This design comes from an exercise in tuning for small area, a short achievable clock period and few clock cycles per item on the open sky130 flow, not from production work. Where RTL was checked, it was by simulation tests only, not by an equivalence proof against the original. No functional check of the RTL was part of run 1. The flow treats the clock pin as an ideal source, which a real chip does not have.

`design/flow/config.mk`:
```
export PLATFORM = sky130hd
export DESIGN_NAME = intra4x4_pred_engine
export DESIGN_NICKNAME = intra4x4_pred_engine
export VERILOG_FILES = /design/flow/design.v
export SDC_FILE = /design/flow/constraint.sdc
export NUM_CORES = 4
export LEC_CHECK = 0
export CAP_MARGIN = 20
export CORE_MARGIN = 2
export CORE_UTILIZATION = 60
export SLEW_MARGIN = 20
```
`design/flow/standard.sh`:
```
#!/bin/bash
# synth_recipe.tcl (not shown) runs the flow's synth.tcl, then flattens the netlist and writes it again
# the make line also repeats each setting of config.mk as NAME=value (left out here)
make -C /OpenROAD-flow-scripts/flow DESIGN_CONFIG=/design/flow/config.mk WORK_HOME=/design/flow/orfs CLKGATE_MAP_FILE= SYNTH_SCRIPT=/design/flow/synth_recipe.tcl "${@:-finish}"
```
`design/flow/flow/run.sh`:
```
#!/bin/bash
# Standard ORFS layout with a larger setup repair margin, no CTS dummy loads, larger sink clusters.
bash standard.sh SETUP_SLACK_MARGIN=14.6 "CTS_ARGS=-sink_clustering_enable -repair_clock_nets -dont_use_dummy_load -sink_clustering_size 30 -sink_clustering_max_diameter 80" finish > standard.log 2>&1
```
`design/flow/constraint.sdc`:
```
create_clock -name core_clock -period 20.0 [get_ports {clk}]
set_input_delay 4.0000 -clock core_clock [delete_from_list [all_inputs] [get_ports {clk}]]
set_output_delay 4.0000 -clock core_clock [all_outputs]
set_load 0.01 [all_outputs]
```
`design/flow/design.v`:
```
module intra4x4_pred_engine #(
    parameter int PIX_W    = 8,
    parameter int BLK_COLS = 64,
    parameter int BLK_ROWS = 64,
    parameter int ADDR_W   = 14
) (
    input  logic                     clk,
    input  logic                     rst_n,
    input  logic                     start,
    input  logic [1:0]               mode_cfg,
    output logic                     fetch_req,
    output logic [ADDR_W-1:0]        fetch_addr,
    input  logic                     fetch_valid,
    input  logic [4*PIX_W-1:0]       fetch_data,
    output logic                     res_valid,
    input  logic                     res_ready,
    output logic [16*(PIX_W+1)-1:0]  res_data,
    output logic [1:0]               res_mode,
    output logic [PIX_W+3:0]         res_sad,
    output logic                     busy,
    output logic                     frame_done
);
    localparam int RES_W = PIX_W + 1;
    localparam int SAD_W = PIX_W + 4;
    localparam int ROW_W = 4 * PIX_W;
    localparam int COL_W = $clog2(BLK_COLS);
    localparam int BR_W  = $clog2(BLK_ROWS);
    localparam int CNT_W = BR_W + COL_W + 2;           
    localparam int NROWS = BLK_ROWS * BLK_COLS * 4;    
    localparam int RING  = BLK_COLS * 4;               
    localparam int LAG_W = $clog2(RING);
    localparam int WTAP  = 7;                          
    logic               running;        
    logic               idle;           
    logic               nreq;           
    logic               nvalid;         
    logic [1:0]         mode_q;
    logic [CNT_W-1:0]   fcnt;           
    logic               flast;          
    logic               fdone;          
    logic [CNT_W:0]     ecnt;           
    logic [LAG_W-1:0]   lag;            
    logic               lagz;           
    logic               lastres;        
    logic [ROW_W-1:0]   fifo [3];
    logic [1:0]         wptr, rptr;
    logic [2:0]         fcount, fcount_n;   
    logic               fnz;            
    logic               to_x;           
    logic               from_f;         
    logic               xfer, ev, pop, hs;
    logic [1:0]         er;             
    logic               e_flush;        
    logic               e_flush_ok;     
    logic               e_res;          
    assign xfer       = !nreq && fetch_valid;
    assign hs         = !nvalid && res_ready;
    assign er         = ecnt[1:0];
    assign e_flush    = ecnt[CNT_W];
    assign e_flush_ok = (ecnt[CNT_W-1:2] == '0) && !er[1];
    assign e_res      = (er == 2'd1) && (ecnt[CNT_W:2] != '0);
    assign ev         = !idle && lagz && (e_flush ? e_flush_ok : fnz) && !(e_res && !nvalid);
    assign pop        = ev && !e_flush;
    assign to_x       = (fcount == 3'd0) || (pop && fcount == 3'd1);
    assign from_f     = pop && (fcount >= 3'd2);
    logic [2:0]         fc_x, fc_nx;    
    logic               fr_x, fr_nx;    
    assign fc_x       = fcount + 3'd1 - 3'(pop);
    assign fc_nx      = fcount - 3'(pop);
    assign fcount_n   = xfer ? fc_x : fc_nx;
    assign fr_x       = !(fdone || flast) && (fc_x != 3'd4);
    assign fr_nx      = !fdone && (fc_nx != 3'd4);
    assign fetch_addr = {fcnt[CNT_W-1 -: BR_W], fcnt[1:0], fcnt[2 +: COL_W]};
    assign busy       = running;
    always_ff @(posedge clk or negedge rst_n) begin
        if (!rst_n) begin
            running    <= 1'b0;
            idle       <= 1'b1;
            nreq       <= 1'b1;
            nvalid     <= 1'b1;
            fetch_req  <= 1'b0;
            res_valid  <= 1'b0;
            frame_done <= 1'b0;
        end else begin
            frame_done <= hs && lastres;
            if (idle) begin
                if (start) begin
                    running   <= 1'b1;
                    idle      <= 1'b0;
                    nreq      <= 1'b0;
                    fetch_req <= 1'b1;
                end
            end else begin
                if (nreq) begin
                    fetch_req <= fr_nx;
                    nreq      <= !fr_nx;
                end else begin
                    fetch_req <= fetch_valid ? fr_x : 1'b1;
                    nreq      <= fetch_valid ? !fr_x : 1'b0;
                end
                if (ev && e_res) begin
                    res_valid <= 1'b1;
                    nvalid    <= 1'b0;
                end else if (hs) begin
                    res_valid <= 1'b0;
                    nvalid    <= 1'b1;
                    if (lastres) begin
                        running <= 1'b0;
                        idle    <= 1'b1;
                    end
                end
            end
        end
    end
    always_ff @(posedge clk) begin
        if (idle) begin
            mode_q    <= mode_cfg;
            fcnt      <= '0;
            flast     <= 1'b0;
            fdone     <= 1'b0;
            ecnt      <= '0;
            lag       <= '0;
            lagz      <= 1'b1;
            lastres   <= 1'b0;
            wptr      <= '0;
            rptr      <= '0;
            fcount    <= '0;
            fnz       <= 1'b0;
        end else begin
            if (xfer) begin
                fcnt     <= fcnt + CNT_W'(1);
                flast    <= (fcnt == CNT_W'(NROWS - 2));
                if (!to_x) wptr <= (wptr == 2'd2) ? 2'd0 : wptr + 2'd1;
                if (flast) fdone <= 1'b1;
            end
            fcount <= fcount_n;
            fnz    <= xfer ? (fc_x != 3'd0) : (fc_nx != 3'd0);
            if (from_f) rptr <= (rptr == 2'd2) ? 2'd0 : rptr + 2'd1;
            if (ev) ecnt <= ecnt_n;
            if (ev || ecnt == '0) begin
                lag  <= '0;
                lagz <= 1'b1;
            end else begin
                lag  <= lag + LAG_W'(1);
                lagz <= (lag == LAG_W'(RING - 1));
            end
            if (ev && e_res && e_flush) lastres <= 1'b1;
        end
    end
    logic [ROW_W-1:0]   x_row;
    always_ff @(posedge clk) begin
        if (!nreq) fifo[wptr] <= fetch_data;
        if (pop || fcount == 3'd0)
            x_row <= from_f ? fifo[rptr] : fetch_data;
    end
    logic [ROW_W-1:0]   chain [5];      
    logic [PIX_W-1:0]   lcol  [4];      
    logic [PIX_W-1:0]   dcr, dcr2;
    logic [PIX_W+1:0]   psum;
    logic [SAD_W-1:0]   acc [3];        
    logic [PIX_W-1:0]   mg  [3][4];     
    logic               sg  [3][4];     
    logic [1:0]         sel_q;
    logic [SAD_W-1:0]   sad_q;
    logic [PIX_W-1:0]   ring [RING];
    logic               ring_we;
    logic [PIX_W-1:0]   top_q [4];      
    logic [PIX_W+1:0]   sum_t_q;        
    assign ring_we = ev && e_res;
    always_ff @(posedge clk) begin
        for (int k = 0; k < RING; k++) begin
            if (k >= WTAP && k < WTAP + 4 && ring_we)
                ring[k] <= chain[1][(k - WTAP)*PIX_W +: PIX_W];
            else
                ring[k] <= ring[(k + RING - 1) % RING];
        end
        if (ev && er == 2'd3) begin
            for (int c = 0; c < 4; c++) top_q[c] <= ring[c];
        end
        sum_t_q <= (PIX_W+2)'(ring[RING - 1]) + (PIX_W+2)'(ring[0])
                 + (PIX_W+2)'(ring[1]) + (PIX_W+2)'(ring[2]);
    end
    always_ff @(posedge clk) begin
        if (ev) begin
            chain[0] <= x_row;
            for (int k = 1; k < 5; k++) chain[k] <= chain[k - 1];
            lcol[0] <= chain[4][ROW_W-1 -: PIX_W];
            for (int k = 1; k < 4; k++) lcol[k] <= lcol[k - 1];
        end
    end
    function automatic logic [PIX_W:0] rsub(input logic [PIX_W-1:0] a,
                                            input logic [PIX_W-1:0] b);
        logic cy;
        cy = 1'b1;
        for (int i = 0; i < PIX_W; i++) begin
            rsub[i] = a[i] ^ ~b[i] ^ cy;
            cy      = (a[i] & ~b[i]) | (cy & (a[i] ^ ~b[i]));
        end
        rsub[PIX_W] = ~cy;
    endfunction
    function automatic logic [PIX_W-1:0] mag(input logic [PIX_W:0] d);
        mag = d[PIX_W-1:0] ^ {PIX_W{d[PIX_W]}};
    endfunction
    logic [PIX_W-1:0]   pred_sad [3][4];
    logic [PIX_W:0]     dd [3][4];
    always_comb begin
        for (int c = 0; c < 4; c++) begin
            pred_sad[0][c] = dcr;
            pred_sad[1][c] = chain[3][ROW_W-1 -: PIX_W];    
            pred_sad[2][c] = top_q[c];
            for (int m = 0; m < 3; m++)
                dd[m][c] = rsub(x_row[c*PIX_W +: PIX_W], pred_sad[m][c]);
        end
    end
    logic               p_v, p_row0, p_row3, p_tav, p_lav;
    logic [SAD_W-1:0]   acc_n [3];
    always_comb begin
        for (int m = 0; m < 3; m++) begin
            acc_n[m] = (p_row0 ? SAD_W'(0) : acc[m])
                     + SAD_W'(mg[m][0]) + SAD_W'(mg[m][1])
                     + SAD_W'(mg[m][2]) + SAD_W'(mg[m][3])
                     + SAD_W'(sg[m][0]) + SAD_W'(sg[m][1])
                     + SAD_W'(sg[m][2]) + SAD_W'(sg[m][3]);
        end
    end
    always_ff @(posedge clk) begin
        p_v    <= pop;
        p_row0 <= (er == 2'd0);
        p_row3 <= (er == 2'd3);
        p_tav  <= (ecnt[2 + COL_W +: BR_W] != '0);
        p_lav  <= (ecnt[2 +: COL_W] != '0);
        for (int m = 0; m < 3; m++) begin
            for (int c = 0; c < 4; c++) begin
                mg[m][c] <= mag(dd[m][c]);
                sg[m][c] <= dd[m][c][PIX_W];
            end
        end
        if (p_v) begin
            for (int m = 0; m < 3; m++) acc[m] <= acc_n[m];
        end
    end
    logic [COL_W-1:0]   e_bc;
    logic [BR_W-1:0]    e_br;
    logic               n_tav, n_lav;   
    logic [CNT_W:0]     ecnt_n;
    logic [SAD_W-1:0]   dc_sum, dc_tmp;
    assign ecnt_n = ecnt + (CNT_W+1)'(1);
    assign e_bc   = ecnt_n[2 +: COL_W];
    assign e_br   = ecnt_n[2 + COL_W +: BR_W];
    always_ff @(posedge clk) begin
        if (idle) begin
            n_lav <= 1'b1;
            n_tav <= 1'b0;
        end else if (ev) begin
            n_lav <= (e_bc != COL_W'(BLK_COLS - 1));
            n_tav <= (e_br != '0) || (e_bc == COL_W'(BLK_COLS - 1));
        end
    end
    always_comb begin
        dc_sum = SAD_W'(psum) + SAD_W'(x_row[ROW_W-1 -: PIX_W]);
        if (n_tav && n_lav)  dc_tmp = (SAD_W'(sum_t_q) + dc_sum + SAD_W'(4)) >> 3;
        else if (n_tav)      dc_tmp = (SAD_W'(sum_t_q) + SAD_W'(2)) >> 2;
        else if (n_lav)      dc_tmp = (dc_sum + SAD_W'(2)) >> 2;
        else                 dc_tmp = SAD_W'(1) << (PIX_W - 1);
    end
    always_ff @(posedge clk) begin
        if (idle) begin
            dcr  <= 8'd128;                                  
        end else if (ev && er == 2'd3) begin
            dcr  <= dc_tmp[PIX_W-1:0];
            dcr2 <= dcr;
        end
        if (ev && er == 2'd2)
            psum <= (PIX_W+2)'(x_row[ROW_W-1 -: PIX_W])
                  + (PIX_W+2)'(chain[0][ROW_W-1 -: PIX_W])
                  + (PIX_W+2)'(chain[1][ROW_W-1 -: PIX_W]);
    end
    logic [1:0]         sel;
    logic [SAD_W-1:0]   sad_sel;
    logic               v_lt_dc, h_lt_dc, h_lt_v, pick_v, pick_h;
    always_comb begin
        v_lt_dc = acc_n[2] < acc_n[0];
        h_lt_dc = acc_n[1] < acc_n[0];
        h_lt_v  = acc_n[1] < acc_n[2];
        pick_v  = p_tav && v_lt_dc;
        pick_h  = p_lav && (pick_v ? h_lt_v : h_lt_dc);
        sel = 2'b00;
        case (mode_q)
            2'b01: if (p_lav) sel = 2'b01;
            2'b10: if (p_tav) sel = 2'b10;
            2'b11: sel = pick_h ? 2'b01 : (pick_v ? 2'b10 : 2'b00);
            default: sel = 2'b00;
        endcase
        case (sel)
            2'b01:   sad_sel = acc_n[1];
            2'b10:   sad_sel = acc_n[2];
            default: sad_sel = acc_n[0];
        endcase
    end
    always_ff @(posedge clk) begin
        if (p_v && p_row3) begin
            sel_q <= sel;
            sad_q <= sad_sel;
        end
    end
    logic [PIX_W-1:0]   pred;
    logic [16*RES_W-1:0] res_sel;
    always_comb begin
        res_sel = '0;
        for (int r = 0; r < 4; r++) begin
            for (int c = 0; c < 4; c++) begin
                case (sel_q)
                    2'b01:   pred = lcol[3 - r];
                    2'b10:   pred = ring[WTAP - 1 + c];
                    default: pred = dcr2;
                endcase
                res_sel[(4*r + c)*RES_W +: RES_W] =
                    rsub(chain[4 - r][c*PIX_W +: PIX_W], pred);
            end
        end
    end
    always_ff @(posedge clk) begin
        if (ev && e_res) begin
            res_data <= res_sel;
            res_mode <= sel_q;
            res_sad  <= sad_q;
        end
    end
endmodule
```
==> impl_metrics.toml, run 1 <==
[sta]
clock_skew_ps = 84.0
worst_pin_slew_ps = 1060
period_needed_ps = 6150
slew_headroom_pct = 29.2
finalHoldViolCount = 0
max_freq_ghz = 0.163
setup_violations = 0
setup_ws_ps = 13860
period_share_pct = 30.7
grt_setup_unrepaired = "true"
maxSlewViolCount = 0
totalNegativeSetupSlack_ps = 0

[placed_design]
dpl.hpwl_microns = 88600
io_buffers = 214
dp_worst_setup_slack_ps = 13310
place.gp.congestion = 0.850

[route]
avgViaCountPerCell = 4.88
wirelength_microns = 129000
drt_iter0_drc = 2500
drc = 0
wire_per_inst_microns = 18.6
drt.antenna.violating_nets = 0
vias = 33800
first_pass_iters = 5

[yosys]
synth_area_leader_cell = "dfxtp_1"
synthFlopType = "dfxtp_1"
synth_most_common_cell = "dfxtp_1"
syn_inst = 4873
synth_enable_flop_cells = 580
yosys.cell_types.count = 87
yosysWarnings = 263
synth_fp_nets = 5361
yosysSeqAreaShare_pct = 78.5
synthTopCellsByArea = "dfxtp_1, edfxtp_1, fa_1"
synth-seq-cells = 2819
synth_area_per_cell_sq_um = 16.3
ys_top_cells_by_count = "dfxtp_1, edfxtp_1, inv_1"
yosys.area.top_type_share_pct = 56.3
syn-cell-area_sq_um = 79300
synthArstFlopShare_pct = 0.248

[setup_path]
critical_path_class = "reg -> reg"
worstReg2RegStart = "mg[8][0]"
arrival_ps = 6590
r2r-end = "sad_q[4]"
worstSetupEndpointType = "register"
worstPathRequired_ps = 20440
rr_worst_depth = 25
crit_start = "mg[8][0]"
cp-start-kind = "register"
rrSetupSlack_ps = 13860
crit_fanout = 7

[clock_tree]
cts_buffers = 110
ctsHoldBuffers = 0
cts_buffer_depth = 3
cts_sinks = 2819
cts_root_buf = "clkbuf_16"
path_clk_slew_ps = 110
htreeDepth = 3
cts_tree = "yes"
insertion_delay_ps = 780

[cells_and_area]
area_growth_pct = 8.89
drive_gt1_share_pct = 7.42
final_nets = 5653

[min_path]
min_from = "ring[180][2]"
min_to = "ring[181][2]"
hold_depth = 0
hp-class = "reg -> reg"

[job]
max-cap-violations = 0

[floorplanning]
fp.coreArea_sq_um = 131000
rows = 133
chipWidth_microns = 368
die_h_microns = 368
start_util_pct = 60.4
die_area_sq_um = 135000
ioPinCount = 215

[global_routing]
antenna_found_initial = 27
grt_use_total_pct = 19.3
grt_max_degree = 165
grt_pass1_wl_microns = 199000
grt_overflow = 0
grt_pass1_vias = 33500

[status]
status = "complete, no violations"
logic make-up (layout without fill, tap and decap cells):
kind of cell	count (synthesis)	count (layout)	synth area share [%]
AO/OA/AOI/OAI	468	468	3.66
adder cells (fa/ha/maj)	452	452	9.96
XOR/XNOR	184	184	2.05
AND/OR/NAND/NOR	431	431	2.72
multiplexers	69	69	0.926
other	0	1	0
buffers and inverters	450	740	2.15
flip-flops	2819	2819	78.5
layout by cell type (no fill, tap or decap), types with 7 or more instances in the layout:
cell	n
dfxtp_4	8
o21a_1	13
xor2_1	121
a21o_1	43
mux2i_1	34
clkdlybuf4s15_1	56
clkdlybuf4s50_1	38
nand3_1	33
edfxtp_1	580
ha_4	7
nor2b_1	19
a21oi_1	107
inv_2	7
fa_1	296
mux2_1	26
buf_4	38
and2_1	34
nor2_1	119
inv_1	366
a31oi_1	7
o21ai_1	7
dfxtp_2	10
clkbuf_16	110
clkbuf_2	39
ha_1	140
dfxtp_1	2214
o21ai_0	187
clkdlybuf4s15_2	16
buf_2	65
nand4_1	7
xnor2_1	53
o21bai_1	11
mux2_2	9
nand2_1	92
a221oi_1	8
o31ai_1	7
nand2b_1	37
and3_1	22
nor3_1	24
worst max-delay path, stage by stage, from the launching register on:
cell       delay (ps)
dfxtp_2           340
fa_1              520
inv_1              50
fa_1              490
fa_1              440
fa_2              390
fa_2              370
nor2b_2           150
o21a_1            140
nor2_2             50
xnor2_2           250
inv_2              80
ha_4              220
a21o_1            210
a2111oi_4         340
o21ai_1           110
o2111ai_1          80
nand2_1            80
maj3_2            320
a21o_1            180
a41o_1            200
a31o_1            230
ha_4              200
buf_8             150
a221oi_2          230
a21oi_1            70
state kept, by name, summed over array words and instances (netlist names), 12 cells and up, named ones only:
| signal | cells |
|---|---|
| acc | 36 |
| chain | 160 |
| ecnt | 15 |
| fcnt | 14 |
| fifo | 96 |
| lcol | 32 |
| mg | 96 |
| res_data | 144 |
| res_sad | 12 |
| ring | 2048 |
| sad_q | 12 |
| sg | 12 |
| top_q | 32 |
| x_row | 32 |
stage by stage:
step / util, % / instances / cell area, sq um / hold WS [ps]
global placement: 63.6 / 6782 / 83500 / 310
detailed placement: 63.6 / 6782 / 83500 / 312
CTS: 65.9 / 6917 / 86600 / 265
global route: 65.8 / 6918 / 86400 / 263
floorplan: - / 4873 / 79300 / 310
finish: 65.8 / 6919 / 86400 / 276
layer usage:
metal | vias up | global-route usage, % | share of wire [%]
met3 | 205 | 3.99 | 4.9
li1 | 16400 | - | -
met2 | 578 | 29.3 | 44
met1 | 16500 | 28.7 | 48
met5 | - | 0 | 0.16
met4 | 38 | 4.99 | 2.7
worst max-delay path by stage:
stage                to  cells after the start
2_1_floorplan  sad_q[5]                     25
3_3_place_gp   sad_q[2]                     24
3_5_place_dp   sad_q[2]                     24
4_1_cts        sad_q[4]                     25
5_1_grt        sad_q[4]                     25
6_report       sad_q[4]                     25
layout make-up:
type / count / area, sq um
timing repair buffer: 255 / 1970
multi-input combinational: 1604 / 15700
antenna: 1 / 2.50
tap: 1755 / 2200
inverter: 375 / 1420
fill: 9316 / 44900
sequential: 2819 / 62300
clock buffer: 110 / 2750
what timing repair did:
item / in CTS / in global routing
endpoints found under the hold margin: 0 / 0
setup endpoints to repair: 212 / 84
setup buffers: 25 / 1
resized for setup: 557 / 66
pin swaps: 27 / 13
gates cloned: 0 / 0
==> run 2, diff against run 1 <==
--- a/design/flow/design.v
+++ b/design/flow/design.v
@@ -30,5 +30,5 @@
     localparam int RING  = BLK_COLS * 4;               
     localparam int LAG_W = $clog2(RING);
-    localparam int WTAP  = 7;                          
+    localparam int WTAP  = 9;                          
     logic               running;        
     logic               idle;           
@@ -43,6 +43,6 @@
     logic               lagz;           
     logic               lastres;        
-    logic [ROW_W-1:0]   fifo [3];
-    logic [1:0]         wptr, rptr;
+    logic [ROW_W-1:0]   fifo [2];
+    logic               wptr, rptr;
     logic [2:0]         fcount, fcount_n;   
     logic               fnz;            
@@ -53,4 +53,5 @@
     logic               e_flush;        
     logic               e_flush_ok;     
+    logic               e_res1;         
     logic               e_res;          
     assign xfer       = !nreq && fetch_valid;
@@ -58,7 +59,8 @@
     assign er         = ecnt[1:0];
     assign e_flush    = ecnt[CNT_W];
-    assign e_flush_ok = (ecnt[CNT_W-1:2] == '0) && !er[1];
-    assign e_res      = (er == 2'd1) && (ecnt[CNT_W:2] != '0);
-    assign ev         = !idle && lagz && (e_flush ? e_flush_ok : fnz) && !(e_res && !nvalid);
+    assign e_flush_ok = (ecnt[CNT_W-1:2] == '0);
+    assign e_res1     = (er == 2'd2) && (ecnt[CNT_W:2] != '0);
+    assign e_res      = (er == 2'd3) && (ecnt[CNT_W:2] != '0);
+    assign ev         = !idle && lagz && (e_flush ? e_flush_ok : fnz) && !(e_res1 && !nvalid);
     assign pop        = ev && !e_flush;
     assign to_x       = (fcount == 3'd0) || (pop && fcount == 3'd1);
@@ -69,6 +71,6 @@
     assign fc_nx      = fcount - 3'(pop);
     assign fcount_n   = xfer ? fc_x : fc_nx;
-    assign fr_x       = !(fdone || flast) && (fc_x != 3'd4);
-    assign fr_nx      = !fdone && (fc_nx != 3'd4);
+    assign fr_x       = !(fdone || flast) && (fc_x != 3'd3);
+    assign fr_nx      = !fdone && (fc_nx != 3'd3);
     assign fetch_addr = {fcnt[CNT_W-1 -: BR_W], fcnt[1:0], fcnt[2 +: COL_W]};
     assign busy       = running;
@@ -131,10 +133,10 @@
                 fcnt     <= fcnt + CNT_W'(1);
                 flast    <= (fcnt == CNT_W'(NROWS - 2));
-                if (!to_x) wptr <= (wptr == 2'd2) ? 2'd0 : wptr + 2'd1;
+                if (!to_x) wptr <= !wptr;
                 if (flast) fdone <= 1'b1;
             end
             fcount <= fcount_n;
             fnz    <= xfer ? (fc_x != 3'd0) : (fc_nx != 3'd0);
-            if (from_f) rptr <= (rptr == 2'd2) ? 2'd0 : rptr + 2'd1;
+            if (from_f) rptr <= !rptr;
             if (ev) ecnt <= ecnt_n;
             if (ev || ecnt == '0) begin
@@ -154,5 +156,5 @@
             x_row <= from_f ? fifo[rptr] : fetch_data;
     end
-    logic [ROW_W-1:0]   chain [5];      
+    logic [ROW_W-1:0]   chain [6];      
     logic [PIX_W-1:0]   lcol  [4];      
     logic [PIX_W-1:0]   dcr, dcr2;
@@ -171,5 +173,5 @@
         for (int k = 0; k < RING; k++) begin
             if (k >= WTAP && k < WTAP + 4 && ring_we)
-                ring[k] <= chain[1][(k - WTAP)*PIX_W +: PIX_W];
+                ring[k] <= chain[3][(k - WTAP)*PIX_W +: PIX_W];
             else
                 ring[k] <= ring[(k + RING - 1) % RING];
@@ -184,6 +186,6 @@
         if (ev) begin
             chain[0] <= x_row;
-            for (int k = 1; k < 5; k++) chain[k] <= chain[k - 1];
-            lcol[0] <= chain[4][ROW_W-1 -: PIX_W];
+            for (int k = 1; k < 6; k++) chain[k] <= chain[k - 1];
+            lcol[0] <= chain[5][ROW_W-1 -: PIX_W];
             for (int k = 1; k < 4; k++) lcol[k] <= lcol[k - 1];
         end
@@ -214,4 +216,5 @@
     end
     logic               p_v, p_row0, p_row3, p_tav, p_lav;
+    logic               a_v, a_tav, a_lav;
     logic [SAD_W-1:0]   acc_n [3];
     always_comb begin
@@ -236,4 +239,7 @@
             end
         end
+        a_v   <= p_v && p_row3;
+        a_tav <= p_tav;
+        a_lav <= p_lav;
         if (p_v) begin
             for (int m = 0; m < 3; m++) acc[m] <= acc_n[m];
@@ -280,50 +286,63 @@
     logic               v_lt_dc, h_lt_dc, h_lt_v, pick_v, pick_h;
     always_comb begin
-        v_lt_dc = acc_n[2] < acc_n[0];
-        h_lt_dc = acc_n[1] < acc_n[0];
-        h_lt_v  = acc_n[1] < acc_n[2];
-        pick_v  = p_tav && v_lt_dc;
-        pick_h  = p_lav && (pick_v ? h_lt_v : h_lt_dc);
+        v_lt_dc = acc[2] < acc[0];
+        h_lt_dc = acc[1] < acc[0];
+        h_lt_v  = acc[1] < acc[2];
+        pick_v  = a_tav && v_lt_dc;
+        pick_h  = a_lav && (pick_v ? h_lt_v : h_lt_dc);
         sel = 2'b00;
         case (mode_q)
-            2'b01: if (p_lav) sel = 2'b01;
-            2'b10: if (p_tav) sel = 2'b10;
+            2'b01: if (a_lav) sel = 2'b01;
+            2'b10: if (a_tav) sel = 2'b10;
             2'b11: sel = pick_h ? 2'b01 : (pick_v ? 2'b10 : 2'b00);
             default: sel = 2'b00;
         endcase
         case (sel)
-            2'b01:   sad_sel = acc_n[1];
-            2'b10:   sad_sel = acc_n[2];
-            default: sad_sel = acc_n[0];
+            2'b01:   sad_sel = acc[1];
+            2'b10:   sad_sel = acc[2];
+            default: sad_sel = acc[0];
         endcase
     end
     always_ff @(posedge clk) begin
-        if (p_v && p_row3) begin
+        if (a_v) begin
             sel_q <= sel;
             sad_q <= sad_sel;
         end
     end
-    logic [PIX_W-1:0]   pred;
-    logic [16*RES_W-1:0] res_sel;
+    logic [PIX_W-1:0]   tv [4];         
+    logic [PIX_W-1:0]   pa_pred [4], pb_pred [4];
+    logic [4*RES_W-1:0] res_a, res_b;
     always_comb begin
-        res_sel = '0;
-        for (int r = 0; r < 4; r++) begin
-            for (int c = 0; c < 4; c++) begin
-                case (sel_q)
-                    2'b01:   pred = lcol[3 - r];
-                    2'b10:   pred = ring[WTAP - 1 + c];
-                    default: pred = dcr2;
-                endcase
-                res_sel[(4*r + c)*RES_W +: RES_W] =
-                    rsub(chain[4 - r][c*PIX_W +: PIX_W], pred);
-            end
+        for (int c = 0; c < 4; c++) begin
+            tv[c] = e_res1 ? ring[c + 7] : ring[c + 8];
+            case (sel_q)
+                2'b01: begin
+                    pa_pred[c] = lcol[3];
+                    pb_pred[c] = lcol[1];
+                end
+                2'b10: begin
+                    pa_pred[c] = tv[c];
+                    pb_pred[c] = tv[c];
+                end
+                default: begin
+                    pa_pred[c] = dcr2;
+                    pb_pred[c] = dcr2;
+                end
+            endcase
+            res_a[c*RES_W +: RES_W] = rsub(chain[5][c*PIX_W +: PIX_W], pa_pred[c]);
+            res_b[c*RES_W +: RES_W] = rsub(chain[3][c*PIX_W +: PIX_W], pb_pred[c]);
         end
     end
     always_ff @(posedge clk) begin
-        if (ev && e_res) begin
-            res_data <= res_sel;
+        if (ev && e_res1) begin
+            res_data[0*4*RES_W +: 4*RES_W] <= res_a;
+            res_data[2*4*RES_W +: 4*RES_W] <= res_b;
             res_mode <= sel_q;
             res_sad  <= sad_q;
         end
+        if (ev && e_res) begin
+            res_data[1*4*RES_W +: 4*RES_W] <= res_a;
+            res_data[3*4*RES_W +: 4*RES_W] <= res_b;
+        end
     end
 endmodule
--- a/design/flow/config.mk
+++ b/design/flow/config.mk
@@ -8,4 +8,4 @@
 export CAP_MARGIN = 20
 export CORE_MARGIN = 2
-export CORE_UTILIZATION = 60
+export CORE_UTILIZATION = 40
 export SLEW_MARGIN = 20
==> run 2 against run 1 <==
  * Maximum frequency rose by 14%
  * First-iteration DRC count down 18%
  * Critical endpoint is now res_mode[0]
  * Flip-flop and latch count stayed put
  * Non-clock buffer count down 14
  * Synthesized area down 3.0%
  * Count of clock-buffer cells in the layout up 23
  * Highest routed layer unchanged
  * Final area fell by 1.9%
  * Routed wire length decreased by 1.4%
  * Still clean
  * Die area up 45%
  * Worst setup slack improved by 750 ps
==> impl_metrics.toml, run 2 <==
[cells_and_area]
fin_area_sq_um = 84700
largest_reg_flops = 2048
layout_common_cells = "dfxtp_1, edfxtp_1, inv_1"
fillers = 16700
largest-register = "ring"
mostFrequentLayoutCell = "dfxtp_1"
drive_gt1_share_pct = 8.60
multi_input_area_sq_um = 13400
seq_area_sq_um = 62300
top_regs = "ring (2048), chain (192), res_data (144)"
final_nets = 5305
area_growth_pct = 10.1

[sta]
grt_setup_unrepaired = "true"
finalHoldViolCount = 0
totalNegativeSetupSlack_ps = 0
maxSlewViolCount = 0
period_needed_ps = 5390
max_freq_ghz = 0.185
whs_ps = 272
setup_violations = 0
period_share_pct = 27.0
setup_ws_ps = 14610
worst_pin_slew_ps = 1100
clock_skew_ps = 85.7
slew_headroom_pct = 26.7

[global_routing]
grt_pass1_wl_microns = 196000
grt_max_degree = 156
grt_pass1_vias = 32400
antenna_found_initial = 3
grt_overflow = 0
grt_use_total_pct = 13.1

[floorplanning]
chipWidth_microns = 443
rows = 160
die_h_microns = 443
start_util_pct = 40.4
ioPinCount = 215
fp.coreArea_sq_um = 191000
die_area_sq_um = 196000

[setup_path]
critPathBufInv = 1
crit_fanout = 1
crit_chain = "buf_2"
critical_path_class = "reg -> out"
cp_top_family = "flip-flops"
cp-start-kind = "register"
worstSetupEndpointType = "output pin"
cpMaxStageDelayCell = "edfxtp_1"
worstPathRequired_ps = 16000
arrival_ps = 1390
slowest_delay_ps = 460

[clock_tree]
ctsHoldBuffers = 0
cts_sinks = 2819
cts_buffer_depth = 3
insertion_delay_ps = 790
htreeDepth = 4
cts_buffers = 133
path_clk_slew_ps = 100
cts_root_buf = "clkbuf_16"
cts_tree = "yes"

[yosys]
synthTopCellsByArea = "dfxtp_1, edfxtp_1, fa_1"
synthArstFlopShare_pct = 0.248
yosysSeqAreaShare_pct = 81.0
synth_area_per_cell_sq_um = 16.8
syn-cell-area_sq_um = 76900
ys_top_cells_by_count = "dfxtp_1, edfxtp_1, inv_1"
synth_most_common_cell = "dfxtp_1"
yosysWarnings = 266
synthFlopType = "dfxtp_1"
synth_enable_flop_cells = 580
yosys.cell_types.count = 68
synth-seq-cells = 2819
synth_area_leader_cell = "dfxtp_1"
synth_fp_nets = 5000
syn_inst = 4568
yosys.area.top_type_share_pct = 58.1

[placed_design]
place.gp.congestion = 0.835
io_buffers = 214
placed_area_sq_um = 82000
dp_worst_setup_slack_ps = 13520
dpl.hpwl_microns = 84800

[min_path]
hp-class = "reg -> reg"

[route]
wire_per_inst_microns = 17.2
first_pass_iters = 5
wirelength_microns = 127000
vias = 31600
drt_iter0_drc = 2054
drc = 0
avgViaCountPerCell = 4.28
drt.antenna.violating_nets = 0

[job]
max-cap-violations = 0

[status]
status = "complete, no violations"
## run 2: cell types whose count changed in the layout (fill, tap and decap cells not counted), moves of 23 or more
cell,delta
and2_1,-30
buf_2,+105
clkbuf_16,+23
clkbuf_2,-38
clkdlybuf4s15_1,-56
fa_1,-52
inv_1,-119
mux2_1,-26
mux2_4,+25
nand2_1,+88
o21ai_0,-94
## run 2: area by class of cell
| class | instances | share of cell area [%] |
|---|---|---|
| flip-flops and latches | 2819 | 73.6 |
| multi-input cells | 1430 | 15.9 |
| clock buffers | 133 | 3.93 |
| well taps | 2511 | 3.71 |
| repair buffers | 241 | 1.78 |
| inverters | 248 | 1.11 |
| diodes | 3 | 0.00886 |
## run 2: worst register-to-register path, stage by stage (launching register included)
cell and delay (ps):
dfxtp_1 410, nor3_2 310, nand4_2 220, nor2_2 410, nor2b_2 80, buf_4 270, nand2_1 150, nand2_1 50
nand2_1 80, a21oi_1 70, ha_1 210, fa_1 400, fa_1 400, inv_1 100, fa_1 220, fa_1 170
inv_1 50, fa_1 410, inv_1 90, fa_1 200, fa_1 450
## run 2: layer usage
| metal | vias to the layer above | global-route usage, % | part of all wire (%) |
|---|---|---|---|
| met1 | 15500 | 17.8 | 47 |
| met4 | 2 | 4.97 | 3.2 |
| met3 | 194 | 2.53 | 4.1 |
| met5 | - | 0 | 0.012 |
| li1 | 15400 | - | - |
| met2 | 505 | 20.8 | 46 |
## run 2: final timing paths
path	startpoint	end	slack, ps	cells after the start
max	res_mode[0]	res_mode[0]	14610	1
min	ring[217][2]	ring[218][2]	270	0
max reg2reg	ecnt[9]	res_data[79]	14960	20
min reg2reg	ring[217][2]	ring[218][2]	270	0
max in group asynchronous	rst_n	res_valid	15940	1
min in group asynchronous	rst_n	fetch_req	3620	1
## run 2: what timing repair did
action                                  4_1_cts  5_1_grt
resized for setup                           728        6
pin swaps                                     0        0
endpoints found under the setup margin      180       62
setup buffers                                12        1
## run 2: metrics by stage
stage | util (%) | std cells
6_report | 44.4 | 7385
5_1_grt | 44.4 | 7383
4_1_cts | 44.4 | 7380
3_5_place_dp | 43.0 | 7235
3_3_place_gp | 43.0 | 7235
2_1_floorplan | - | 4568
## run 2: logic make-up after synthesis
| group | after synthesis | share of synthesized area (%) |
|---|---|---|
| flip-flops | 2819 | 81.0 |
| AND/OR/NAND/NOR | 435 | 2.62 |
| adder cells (fa/ha/maj) | 394 | 8.79 |
| AO/OA/AOI/OAI | 331 | 2.61 |
| buffers and inverters | 319 | 1.66 |
| XOR/XNOR | 204 | 2.32 |
| multiplexers | 66 | 1.03 |
Testbench counts of run 2, summed over its fixed seeds: cycles 262,256, blocks 65,536.
==> run 3, diff against run 2 <==
--- a/design/flow/config.mk
+++ b/design/flow/config.mk
@@ -8,4 +8,4 @@
 export CAP_MARGIN = 20
 export CORE_MARGIN = 2
-export CORE_UTILIZATION = 40
+export CORE_UTILIZATION = 60
 export SLEW_MARGIN = 20
==> run 3 against run 2 <==
  * Critical path type unchanged
  * Critical path depth did not move
  * Critical endpoint is now fetch_addr[1]
  * Worst setup slack improved by 5.7 ps
  * Core utilization rose by 21 points
==> impl_metrics.toml, run 3 <==
[status]
status = "complete, no violations"

[yosys]
synthFlopType = "dfxtp_1"
synth_xor_area_share_pct = 2.32
synthArstFlopShare_pct = 0.248
synth_enable_flop_cells = 580
yosys.cell_types.count = 68
ys_top_cells_by_count = "dfxtp_1, edfxtp_1, inv_1"
yosysSeqAreaShare_pct = 81.0
syn-cell-area_sq_um = 76900
synthSimpleGateAreaFrac_pct = 2.62
yosysWarnings = 266
synthTopCellsByArea = "dfxtp_1, edfxtp_1, fa_1"
synth-compound-area-share_pct = 2.61
synth_top_family_by_area = "adder cells"
synth-seq-cells = 2819
syn_inst = 4568
yosys.area.top_type_share_pct = 58.1
synth_fp_nets = 5000
synthMuxAreaShare_pct = 1.03
synth_most_common_cell = "dfxtp_1"
synth_area_leader_cell = "dfxtp_1"
synth_area_per_cell_sq_um = 16.8
synth_fa_ha_area_share_pct = 8.79

[cells_and_area]
fin_util_pct = 65.3
top_regs = "ring (2048), chain (192), res_data (144)"
seq_area_sq_um = 62300
mostFrequentLayoutCell = "dfxtp_1"
drive_gt1_share_pct = 7.44
final_nets = 5275
fillers = 9085
largest_reg_flops = 2048
area_growth_pct = 8.11
largest-register = "ring"
fin_area_sq_um = 83200
layout_common_cells = "dfxtp_1, edfxtp_1, inv_1"
multi_input_area_sq_um = 13400

[route]
wire_per_inst_microns = 18.1
first_pass_iters = 5
drt.antenna.violating_nets = 0
drc = 0
vias = 30900
drt_iter0_drc = 2099
wirelength_microns = 118000
avgViaCountPerCell = 4.75

[clock_tree]
cts_sinks = 2819
cts_buffer_depth = 3
insertion_delay_ps = 730
path_clk_slew_ps = 110
htreeDepth = 3
cts_root_buf = "clkbuf_16"
cts_tree = "yes"
cts_buffers = 109

[global_routing]
grt_use_total_pct = 18.3
grt_pass1_wl_microns = 183000
grt_max_degree = 102
antenna_found_initial = 10
grt_pass1_vias = 31100
grt_overflow = 0

[min_path]
min_from = "ring[18][5]"
hold_depth = 0
min_to = "ring[19][5]"
hp-class = "reg -> reg"

[setup_path]
worstPathRequired_ps = 16000
cp_top_family = "flip-flops"
worstSetupEndpointType = "output pin"
slowest_delay_ps = 390
arrival_ps = 1390
cpMaxStageDelayCell = "dfxtp_4"
crit_fanout = 6
critical_path_class = "reg -> out"
cp-start-kind = "register"
worstReg2RegStart = "ecnt[3]"
critPathBufInv = 1
crit_chain = "dlygate4sd2_1"
rrSetupSlack_ps = 14940
rr_worst_depth = 20
r2r-end = "res_data[106]"

[sta]
period_share_pct = 26.9
period_needed_ps = 5390
slew_headroom_pct = 27.8
grt_setup_unrepaired = "true"
maxSlewViolCount = 0
totalNegativeSetupSlack_ps = 0
clock_skew_ps = 71.7
max_freq_ghz = 0.186
worst_pin_slew_ps = 1080
setup_violations = 0
finalHoldViolCount = 0

[floorplanning]
start_util_pct = 60.4
die_area_sq_um = 131000
ioPinCount = 215
die_h_microns = 362
chipWidth_microns = 362
rows = 131
fp.coreArea_sq_um = 127000

[job]
max-cap-violations = 0

[placed_design]
placed_area_sq_um = 81000
place.gp.congestion = 0.810
io_buffers = 214
dpl.hpwl_microns = 80200
==> run 3: cell counts after synthesis <==
Identical to the previous run, type by type.
==> run 3: per-stage QoR <==
step                instances  worst slack [ps]  hold slack, ps
detailed placement       6391             14300             312
global placement         6391             14340             310
CTS                      6503             14520             294
global route             6503             14560             300
finish                   6504             14610             291
floorplan                4568             14660             310
==> run 3: worst max-delay path by stage <==
stage / start / depth (start not counted) / slack (ps) / endpoint
6_report: fcnt[3] / 1 / 14610 / fetch_addr[1]
5_1_grt: fcnt[3] / 1 / 14560 / fetch_addr[1]
4_1_cts: fcnt[3] / 1 / 14520 / fetch_addr[1]
3_5_place_dp: fetch_valid / 7 / 14300 / fcnt[11]
3_3_place_gp: fetch_valid / 7 / 14340 / fcnt[9]
2_1_floorplan: ecnt[3] / 9 / 14660 / res_data[0]
==> run 3: logic make-up after synthesis <==
group / after synthesis
buffers and inverters: 319
XOR/XNOR: 204
multiplexers: 66
flip-flops: 2819
AO/OA/AOI/OAI: 331
adder cells (fa/ha/maj): 394
AND/OR/NAND/NOR: 435
==> run 3: area by class of cell <==
class | count | area share, %
Multi-Input combinational cell | 1430 | 16.1
Inverter | 248 | 1.13
Sequential cell | 2819 | 74.9
Tap cell | 1662 | 2.50
Antenna cell | 1 | 0.00301
Clock buffer | 109 | 3.28
Timing Repair Buffer | 235 | 2.00
==> run 3: repair_timing <==
action / in CTS / in global routing
setup buffers: 3 / 0
pin swaps: 0 / 0
endpoints found under the setup margin: 184 / 24
resized for setup: 629 / 17
endpoints found under the hold margin: 0 / 0
hold buffers: 0 / 0
==> run 3: routing by layer <==
layer	GRT usage [%]	vias up	share of wire, %
met4	4.56	16	2.0
met1	28.0	14900	50
met3	2.82	165	4.0
met5	0	-	0.097
li1	-	15300	-
met2	27.7	449	44
==> run 4, diff against run 3 <==
==> design/flow/flow/run.sh (replaced) <==
#!/bin/bash
# Standard ORFS layout with a larger setup repair margin, no CTS dummy loads, larger sink clusters.
bash standard.sh SETUP_SLACK_MARGIN=14.6 "CTS_ARGS=-sink_clustering_enable -repair_clock_nets -dont_use_dummy_load -sink_clustering_size 20 -sink_clustering_max_diameter 60 -buf_list sky130_fd_sc_hd__clkbuf_8 -root_buf sky130_fd_sc_hd__clkbuf_16" finish > standard.log 2>&1
==> run 4 against run 3 <==
  * Maximum frequency is 1.2% higher
  * Flip-flop and latch count stayed put
  * Highest routed layer unchanged
  * Non-clock buffer count is 8 higher
  * Still clean
  * Critical endpoint is now res_data[95]
  * Via count is 1.1% higher
  * Routed wire length is 0.55% higher
  * Synthesized cell count stayed put
  * Critical path type unchanged
==> impl_metrics.toml, run 4 <==
[status]
status = "complete, no violations"

[setup_path]
worstPathRequired_ps = 16000
cp_top_family = "flip-flops"
slowest_delay_ps = 370
rr_worst_depth = 20
arrival_ps = 1320
critical_path_class = "reg -> out"
crit_chain = "clkdlybuf4s15_2"
r2r-end = "res_data[106]"
cpMaxStageDelayCell = "edfxtp_1"
worstReg2RegStart = "ecnt[2]"
crit_fanout = 1
worstSetupEndpointType = "output pin"
cp-start-kind = "register"
critPathBufInv = 1
rrSetupSlack_ps = 14920

[route]
wirelength_microns = 119000
drc = 0
first_pass_iters = 7
avgViaCountPerCell = 4.75
drt_iter0_drc = 1996
vias = 31300
drt.antenna.violating_nets = 0
wire_per_inst_microns = 18.0

[clock_tree]
ctsHoldBuffers = 0
insertion_delay_ps = 780
cts_tree = "yes"
cts_sinks = 2819
htreeDepth = 4
cts_buffer_depth = 3
cts_buffers = 174
path_clk_slew_ps = 110
cts_root_buf = "clkbuf_16"

[yosys]
synthTopCellsByArea = "dfxtp_1, edfxtp_1, fa_1"
ys_top_cells_by_count = "dfxtp_1, edfxtp_1, inv_1"
synth_enable_flop_cells = 580
syn-cell-area_sq_um = 76900
synth-seq-cells = 2819
synth_most_common_cell = "dfxtp_1"
yosysWarnings = 266
yosysSeqAreaShare_pct = 81.0
yosys.cell_types.count = 68
syn_inst = 4568
yosys.area.top_type_share_pct = 58.1
synthArstFlopShare_pct = 0.248
synth_area_per_cell_sq_um = 16.8
synth_area_leader_cell = "dfxtp_1"
synth_fp_nets = 5000
synthFlopType = "dfxtp_1"

[global_routing]
grt_max_degree = 102
grt_pass1_vias = 31600
busiest_layer = "met1"
grt_overflow = 0
grt_use_total_pct = 18.5
use_met3_pct = 3.57
grt_pass1_wl_microns = 184000
grtUsageMet2_pct = 27.4
antenna_found_initial = 12
grt_util_met1_pct = 28.1

[cells_and_area]
largest_reg_flops = 2048
largest-register = "ring"
mostFrequentLayoutCell = "dfxtp_1"
multi_input_area_sq_um = 13400
drive_gt1_share_pct = 9.26
area_growth_pct = 7.61
fillers = 9139
layout_common_cells = "dfxtp_1, edfxtp_1, inv_1"
fin_util_pct = 65.0
top_regs = "ring (2048), chain (192), res_data (144)"
final_nets = 5348
seq_area_sq_um = 62300

[placed_design]
dp_worst_setup_slack_ps = 14300
place.gp.congestion = 0.810
io_buffers = 214
dpl.hpwl_microns = 80200

[floorplanning]
chipWidth_microns = 362
die_h_microns = 362
start_util_pct = 60.4
fp.coreArea_sq_um = 127000
die_area_sq_um = 131000
ioPinCount = 215
rows = 131

[sta]
period_share_pct = 26.6
max_freq_ghz = 0.188
clock_skew_ps = 142
maxSlewViolCount = 0
worst_pin_slew_ps = 1060
grt_setup_unrepaired = "false"
finalHoldViolCount = 0
totalNegativeSetupSlack_ps = 0
setup_violations = 0
setup_ws_ps = 14680
whs_ps = 238
slew_headroom_pct = 29.5
period_needed_ps = 5320

[job]
max-cap-violations = 0

[min_path]
hp-class = "reg -> reg"
min_from = "ring[243][7]"
min_to = "ring[244][7]"
hold_depth = 0
-- run 4: changes by cell type in the layout (fill, tap and decap cells not counted) --
cell / delta
clkbuf_8: +173
clkdlybuf4s15_1: -21
clkbuf_2: -4
dlygate4sd2_1: -1
buf_4: +7
buf_2: +29
buf_6: +1
clkdlybuf4s15_2: -3
diode_2: +3
clkbuf_16: -108
-- run 4: through the flow --
| stage | std cells | instance area (sq um) |
|---|---|---|
| 4_1_cts | 6575 | 82800 |
| 2_1_floorplan | 4568 | 76900 |
| 3_5_place_dp | 6391 | 81000 |
| 3_3_place_gp | 6391 | 81000 |
| 6_report | 6580 | 82800 |
| 5_1_grt | 6577 | 82800 |
-- run 4: metal layers --
metal  wire length (microns)  vias to the layer above
met1                   59700                    15100
met4                    2530                       16
met2                   51100                      489
met5                     113                        -
met3                    5160                      188
li1                        -                    15500
-- run 4: cell type report --
class	count	area share, %
sequential	2819	75.3
multi-input combinational	1430	16.2
clock buffer	174	2.91
tap	1662	2.51
timing repair buffer	243	1.94
inverter	248	1.14
antenna	4	0.0121
-- run 4: worst max-delay path by stage --
stage,slack (ps),start,endpoint,cells past startpoint
6_report,14680,res_data[95],res_data[95],1
5_1_grt,14600,res_data[34],res_data[34],1
4_1_cts,14540,fcnt[3],fetch_addr[1],1
3_5_place_dp,14300,fetch_valid,fcnt[11],7
3_3_place_gp,14340,fetch_valid,fcnt[9],7
2_1_floorplan,14660,ecnt[3],res_data[0],9
-- run 4: what timing repair did --
action                     4_1_cts  5_1_grt
buffers inserted                10        1
setup endpoints to repair      186       24
resized for setup              688       12
-- run 4: kinds of logic (layout without fill, tap and decap cells) --
kind of cell | count (synthesis) | count (layout) | synth area share (%)
AO/OA/AOI/OAI | 331 | 331 | 2.61
buffers and inverters | 319 | 665 | 1.66
adder cells (fa/ha/maj) | 394 | 394 | 8.79
XOR/XNOR | 204 | 204 | 2.32
other | 0 | 4 | 0
multiplexers | 66 | 66 | 1.03
AND/OR/NAND/NOR | 435 | 435 | 2.62
flip-flops | 2819 | 2819 | 81.0
==> run 5, diff against run 4 <==
==> design/flow/flow/run.sh (replaced) <==
#!/bin/bash
# Standard ORFS layout with a larger setup repair margin, no CTS dummy loads, clkbuf_8 sink clusters.
bash standard.sh SETUP_SLACK_MARGIN=14.6 "CTS_ARGS=-sink_clustering_enable -repair_clock_nets -dont_use_dummy_load -sink_clustering_size 16 -sink_clustering_max_diameter 50 -buf_list sky130_fd_sc_hd__clkbuf_8 -root_buf sky130_fd_sc_hd__clkbuf_16" finish > standard.log 2>&1
==> run 5 against run 4 <==
  * Synthesized cell count unchanged
  * Core utilization increased by 0.39 points
  * Critical path depth unchanged
  * Hold slack improved by 21 ps
  * Non-clock buffer count unchanged
  * Routed wire length increased by 0.72%
  * Maximum frequency about the same
  * Worst setup slack improved by 2.6 ps
==> impl_metrics.toml, run 5 <==
[status]
status = "complete, no violations"

[route]
first_pass_iters = 5
avgViaCountPerCell = 4.76
top_layer = "met5"
vias = 31500
met2WireLength_microns = 51800
wl_met1_microns = 59700
drt.antenna.violating_nets = 0
wire_per_inst_microns = 18.1
drt_iter0_drc = 1789
dr_wl_met3_microns = 5320
drc = 0
wirelength_microns = 120000

[global_routing]
grt_use_total_pct = 18.6
grt_max_degree = 102
grt_overflow = 0
grt_pass1_vias = 32000
antenna_found_initial = 10
grt_pass1_wl_microns = 186000

[cells_and_area]
mostFrequentLayoutCell = "dfxtp_1"
largest-register = "ring"
fillers = 9092
drive_gt1_share_pct = 10.1
largest_reg_flops = 2048
area_growth_pct = 8.26
top_regs = "ring (2048), chain (192), res_data (144)"
final_nets = 5389
fin_util_pct = 65.4
antenna_cells = 0
fin_area_sq_um = 83300
layout_common_cells = "dfxtp_1, edfxtp_1, inv_1"

[clock_tree]
cts_tree = "yes"
insertion_delay_ps = 780
cts_buffers = 215
cts_root_buf = "clkbuf_16"
path_clk_slew_ps = 90
cts_sinks = 2819
htreeDepth = 4
cts_buffer_depth = 3

[floorplanning]
die_area_sq_um = 131000
ioPinCount = 215
start_util_pct = 60.4
die_h_microns = 362
chipWidth_microns = 362
rows = 131
fp.coreArea_sq_um = 127000

[sta]
period_needed_ps = 5320
finalHoldViolCount = 0
totalNegativeSetupSlack_ps = 0
setup_ws_ps = 14680
whs_ps = 258
maxSlewViolCount = 0
max_freq_ghz = 0.188
grt_setup_unrepaired = "false"
period_share_pct = 26.6
clock_skew_ps = 106
worst_pin_slew_ps = 1060
setup_violations = 0
slew_headroom_pct = 29.3

[yosys]
yosys.area.top_type_share_pct = 58.1
synth_area_leader_cell = "dfxtp_1"
yosysSeqAreaShare_pct = 81.0
ys_top_cells_by_count = "dfxtp_1, edfxtp_1, inv_1"
synth_most_common_cell = "dfxtp_1"
synth_area_per_cell_sq_um = 16.8
synthFlopType = "dfxtp_1"
yosysWarnings = 266
synthArstFlopShare_pct = 0.248
yosys.cell_types.count = 68
syn-cell-area_sq_um = 76900
synth-seq-cells = 2819
syn_inst = 4568
synthTopCellsByArea = "dfxtp_1, edfxtp_1, fa_1"
synth_fp_nets = 5000
synth_enable_flop_cells = 580

[job]
max-cap-violations = 0

[setup_path]
critPathBufInv = 1
cpMaxStageDelayCell = "edfxtp_1"
worstPathRequired_ps = 16000
cp_top_family = "flip-flops"
slowest_delay_ps = 360
worstSetupEndpointType = "output pin"
arrival_ps = 1320
r2r-end = "res_data[142]"
crit_fanout = 1
crit_chain = "clkdlybuf4s15_2"
worstReg2RegStart = "ecnt[2]"
cp-start-kind = "register"
critical_path_class = "reg -> out"
rrSetupSlack_ps = 14890
rr_worst_depth = 20

[min_path]
hold_depth = 0
min_from = "ring[121][0]"
min_to = "ring[122][0]"
hp-class = "reg -> reg"

[placed_design]
placed_area_sq_um = 81000
dp_worst_setup_slack_ps = 14300
place.gp.congestion = 0.810
dpl.hpwl_microns = 80200
io_buffers = 214
## run 5: layer usage
layer | vias up | track usage [%]
met2 | 539 | 27.8
met3 | 213 | 3.76
li1 | 15600 | -
met1 | 15100 | 28.1
met4 | 16 | 4.95
met5 | - | 0
## run 5: what timing repair did
item | in CTS | in global routing
endpoints found under the hold margin | 0 | 0
hold buffers | 0 | 0
gates cloned | 0 | 0
buffers inserted | 10 | 1
endpoints found under the setup margin | 184 | 16
gates resized for setup | 706 | 10
## run 5: worst max path at each step
stage | start | endpoint | slack, ps | depth (start not counted)
5_1_grt | res_data[123] | res_data[123] | 14600 | 1
4_1_cts | fcnt[3] | fetch_addr[1] | 14530 | 1
3_3_place_gp | fetch_valid | fcnt[9] | 14340 | 7
6_report | res_data[123] | res_data[123] | 14680 | 1
3_5_place_dp | fetch_valid | fcnt[11] | 14300 | 7
2_1_floorplan | ecnt[3] | res_data[0] | 14660 | 9
## run 5: logic make-up after synthesis
group	share of synthesized area (%)
AND/OR/NAND/NOR	2.62
multiplexers	1.03
flip-flops	81.0
XOR/XNOR	2.32
AO/OA/AOI/OAI	2.61
adder cells (fa/ha/maj)	8.79
buffers and inverters	1.66
## run 5: layout make-up
cell class                 count  area, sq um  area share, %
multi-input combinational   1430        13400           16.1
tap                         1662         2080           2.50
timing repair buffer         243         1550           1.86
inverter                     248          943           1.13
sequential                  2819        62300           74.8
clock buffer                 215         2970           3.57
## run 5: stage by stage
| stage | std cells |
|---|---|
| floorplan | 4568 |
| global placement | 6391 |
| detailed placement | 6391 |
| CTS | 6616 |
| global route | 6617 |
| finish | 6617 |
## run 5: worst register-to-register path, stage by stage (launching register included)
cell and delay (ps):
dfxtp_1 410, nor4_4 360, nand4_2 270, nor2_4 330, nor2b_2 70, buf_4 250
nand2_1 180, nand2_1 50, nand2_1 80, a21oi_1 70, ha_1 230, fa_1 430
fa_1 410, inv_1 100, fa_1 240, fa_1 190, inv_1 50, fa_1 370
inv_1 130, fa_1 200, fa_1 430
==> run 6, diff against run 5 <==
--- a/design/flow/config.mk
+++ b/design/flow/config.mk
@@ -8,4 +8,4 @@
 export CAP_MARGIN = 20
 export CORE_MARGIN = 2
-export CORE_UTILIZATION = 60
+export CORE_UTILIZATION = 70
 export SLEW_MARGIN = 20
==> run 6 against run 5 <==
  * Global-route usage increased by 3.5 points
  * Hold slack improved by 9.7 ps
  * Core utilization is 11 points higher
  * Critical endpoint is now fetch_addr[8]
==> impl_metrics.toml, run 6 <==
[status]
status = "complete, no violations"

[sta]
setup_violations = 0
period_share_pct = 27.4
worst_pin_slew_ps = 1000
totalNegativeSetupSlack_ps = 0
grt_setup_unrepaired = "true"
period_needed_ps = 5470
max_freq_ghz = 0.183
finalHoldViolCount = 0
maxSlewViolCount = 0
clock_skew_ps = 85.2
slew_headroom_pct = 33.3

[yosys]
synth_fa_ha_area_share_pct = 8.79
synth_enable_flop_cells = 580
synthArstFlopShare_pct = 0.248
synth_top_family_by_area = "adder cells"
syn-cell-area_sq_um = 76900
synthFlopType = "dfxtp_1"
synthMuxAreaShare_pct = 1.03
yosysSeqAreaShare_pct = 81.0
yosysWarnings = 266
synth_xor_area_share_pct = 2.32
yosys.area.top_type_share_pct = 58.1
syn_inst = 4568
synthSimpleGateAreaFrac_pct = 2.62
ys_top_cells_by_count = "dfxtp_1, edfxtp_1, inv_1"
synthTopCellsByArea = "dfxtp_1, edfxtp_1, fa_1"
synth_fp_nets = 5000
synth-seq-cells = 2819
synth_most_common_cell = "dfxtp_1"
synth_area_per_cell_sq_um = 16.8
yosys.cell_types.count = 68
synth_area_leader_cell = "dfxtp_1"
synth-compound-area-share_pct = 2.61

[route]
drt_iter0_drc = 2019
vias = 31800
wire_per_inst_microns = 19.0
wirelength_microns = 121000
first_pass_iters = 5
avgViaCountPerCell = 5.00
drc = 0
drt.antenna.violating_nets = 0

[setup_path]
rr_worst_depth = 20
r2r-end = "res_data[142]"
crit_fanout = 4
cp-start-kind = "register"
critical_path_class = "reg -> out"
worstSetupEndpointType = "output pin"
slowest_delay_ps = 390
critPathBufInv = 1
rrSetupSlack_ps = 14910
worstPathRequired_ps = 16000
arrival_ps = 1470
cpMaxStageDelayCell = "dfxtp_2"
worstReg2RegStart = "ecnt[2]"
cp_top_family = "flip-flops"
crit_chain = "dlygate4sd2_1"

[global_routing]
antenna_found_initial = 17
grt_pass1_wl_microns = 188000
grt_use_total_pct = 22.2
grt_max_degree = 172
grt_overflow = 0
grt_pass1_vias = 33200

[floorplanning]
fp.coreArea_sq_um = 109000
die_h_microns = 335
ioPinCount = 215
rows = 121
chipWidth_microns = 335
die_area_sq_um = 113000
start_util_pct = 70.7

[job]
max-cap-violations = 0

[clock_tree]
cts_buffer_depth = 3
insertion_delay_ps = 770
cts_sinks = 2819
ctsHoldBuffers = 0
cts_tree = "yes"
cts_buffers = 209
path_clk_slew_ps = 90
htreeDepth = 4
cts_root_buf = "clkbuf_16"

[cells_and_area]
final_nets = 5381
area_growth_pct = 8.02
largest-register = "ring"
top_regs = "ring (2048), chain (192), res_data (144)"
largest_reg_flops = 2048
fin_util_pct = 76.3
layout_common_cells = "dfxtp_1, edfxtp_1, inv_1"
drive_gt1_share_pct = 9.74
mostFrequentLayoutCell = "dfxtp_1"
fillers = 6342

[placed_design]
dpl.hpwl_microns = 81200
io_buffers = 214
place.gp.congestion = 0.822

[min_path]
min_from = "ring[16][4]"
hold_depth = 0
min_to = "ring[17][4]"
hp-class = "reg -> reg"
-- run 6: changes by cell type in the layout (fill, tap and decap cells not counted), moves of 2 or more --
cell             delta
buf_2              -40
clkbuf_2            +2
clkbuf_8            -6
clkdlybuf4s15_1    +10
clkdlybuf4s15_2    +26
diode_2             +4
-- run 6: per-stage QoR --
stage	cells	instance area [sq um]	hold slack, ps	setup WS [ps]
2_1_floorplan	4568	76900	310	14660
3_3_place_gp	6140	80700	310	13620
3_5_place_dp	6140	80700	312	13520
4_1_cts	6361	83100	264	14430
5_1_grt	6362	83100	268	14470
6_report	6365	83100	268	14530
-- run 6: what timing repair did --
item	4_1_cts	5_1_grt
setup endpoints to repair	180	30
endpoints found under the hold margin	0	0
setup buffers	12	0
gates resized for setup	655	10
-- run 6: cells by family after synthesis --
| kind of cell | after synthesis |
|---|---|
| AO/OA/AOI/OAI | 331 |
| AND/OR/NAND/NOR | 435 |
| XOR/XNOR | 204 |
| flip-flops | 2819 |
| adder cells (fa/ha/maj) | 394 |
| buffers and inverters | 319 |
| multiplexers | 66 |
-- run 6: worst max-delay path by stage --
stage / start / end / depth (start not counted)
6_report: fcnt[8] / fetch_addr[8] / 1
5_1_grt: fcnt[8] / fetch_addr[8] / 1
4_1_cts: fcnt[8] / fetch_addr[8] / 1
3_5_place_dp: fetch_valid / fcnt[11] / 7
3_3_place_gp: fetch_valid / fcnt[9] / 7
2_1_floorplan: ecnt[3] / res_data[0] / 9
-- run 6: layout make-up --
cell class	instances	area (sq um)	area share [%]
diodes	4	10.0	0.0120
clock buffers	209	2890	3.48
inverters	248	943	1.14
multi-input cells	1430	13400	16.2
flip-flops and latches	2819	62300	75.0
well taps	1414	1770	2.13
repair buffers	241	1750	2.11
-- run 6: per-layer routing --
layer | share of wire (%) | vias to the layer above | wire [microns] | GRT usage [%]
met3 | 5.2 | 225 | 6330 | 4.68
met4 | 2.8 | 16 | 3410 | 7.58
met1 | 46 | 15400 | 56000 | 31.7
met5 | 0.093 | - | 112 | 0
met2 | 46 | 670 | 55200 | 34.3
li1 | - | 15500 | - | -

## what the ideal ports hide
The flow's constraints put no driver on any port. The routed layouts listed below were extracted and timed again, unchanged, in two steps.
Step 1 sets driving cells, clkbuf_16 on the clock port and buf_2 on the other inputs (assumed; they add their load-dependent delay and slew).
Step 2 also shifts input and output timing later by t, the mid clock arrival at the registers, as if the neighbouring blocks saw the same clock.
Slacks: ideal ports / drivers / drivers and shift; pairs: ideal ports / drivers.
run | shift t [ns] | setup WS [ns] | worst register clock-pin slew, ns | worst data-port slew with drivers (ns)
run 1 | 0.801 | 13.855 / 13.855 / 13.855 | 0.11 / 0.11 | 0.15
run 2 | 0.835 | 14.607 / 14.529 / 13.982 | 0.11 / 0.11 | 0.08
run 3 | 0.770 | 14.613 / 14.540 / 14.274 | 0.12 / 0.12 | 0.08
run 4 | 0.784 | 14.679 / 14.605 / 14.265 | 0.12 / 0.12 | 0.09
run 5 | 0.800 | 14.681 / 14.604 / 14.247 | 0.10 / 0.10 | 0.08
run 6 | 0.809 | 14.528 / 14.454 / 14.023 | 0.10 / 0.10 | 0.12
After both steps setup and hold are still met in every run listed. The setup slack of run 2, which loses most, moves by -0.078 ns with the drivers and by -0.625 ns with both steps.
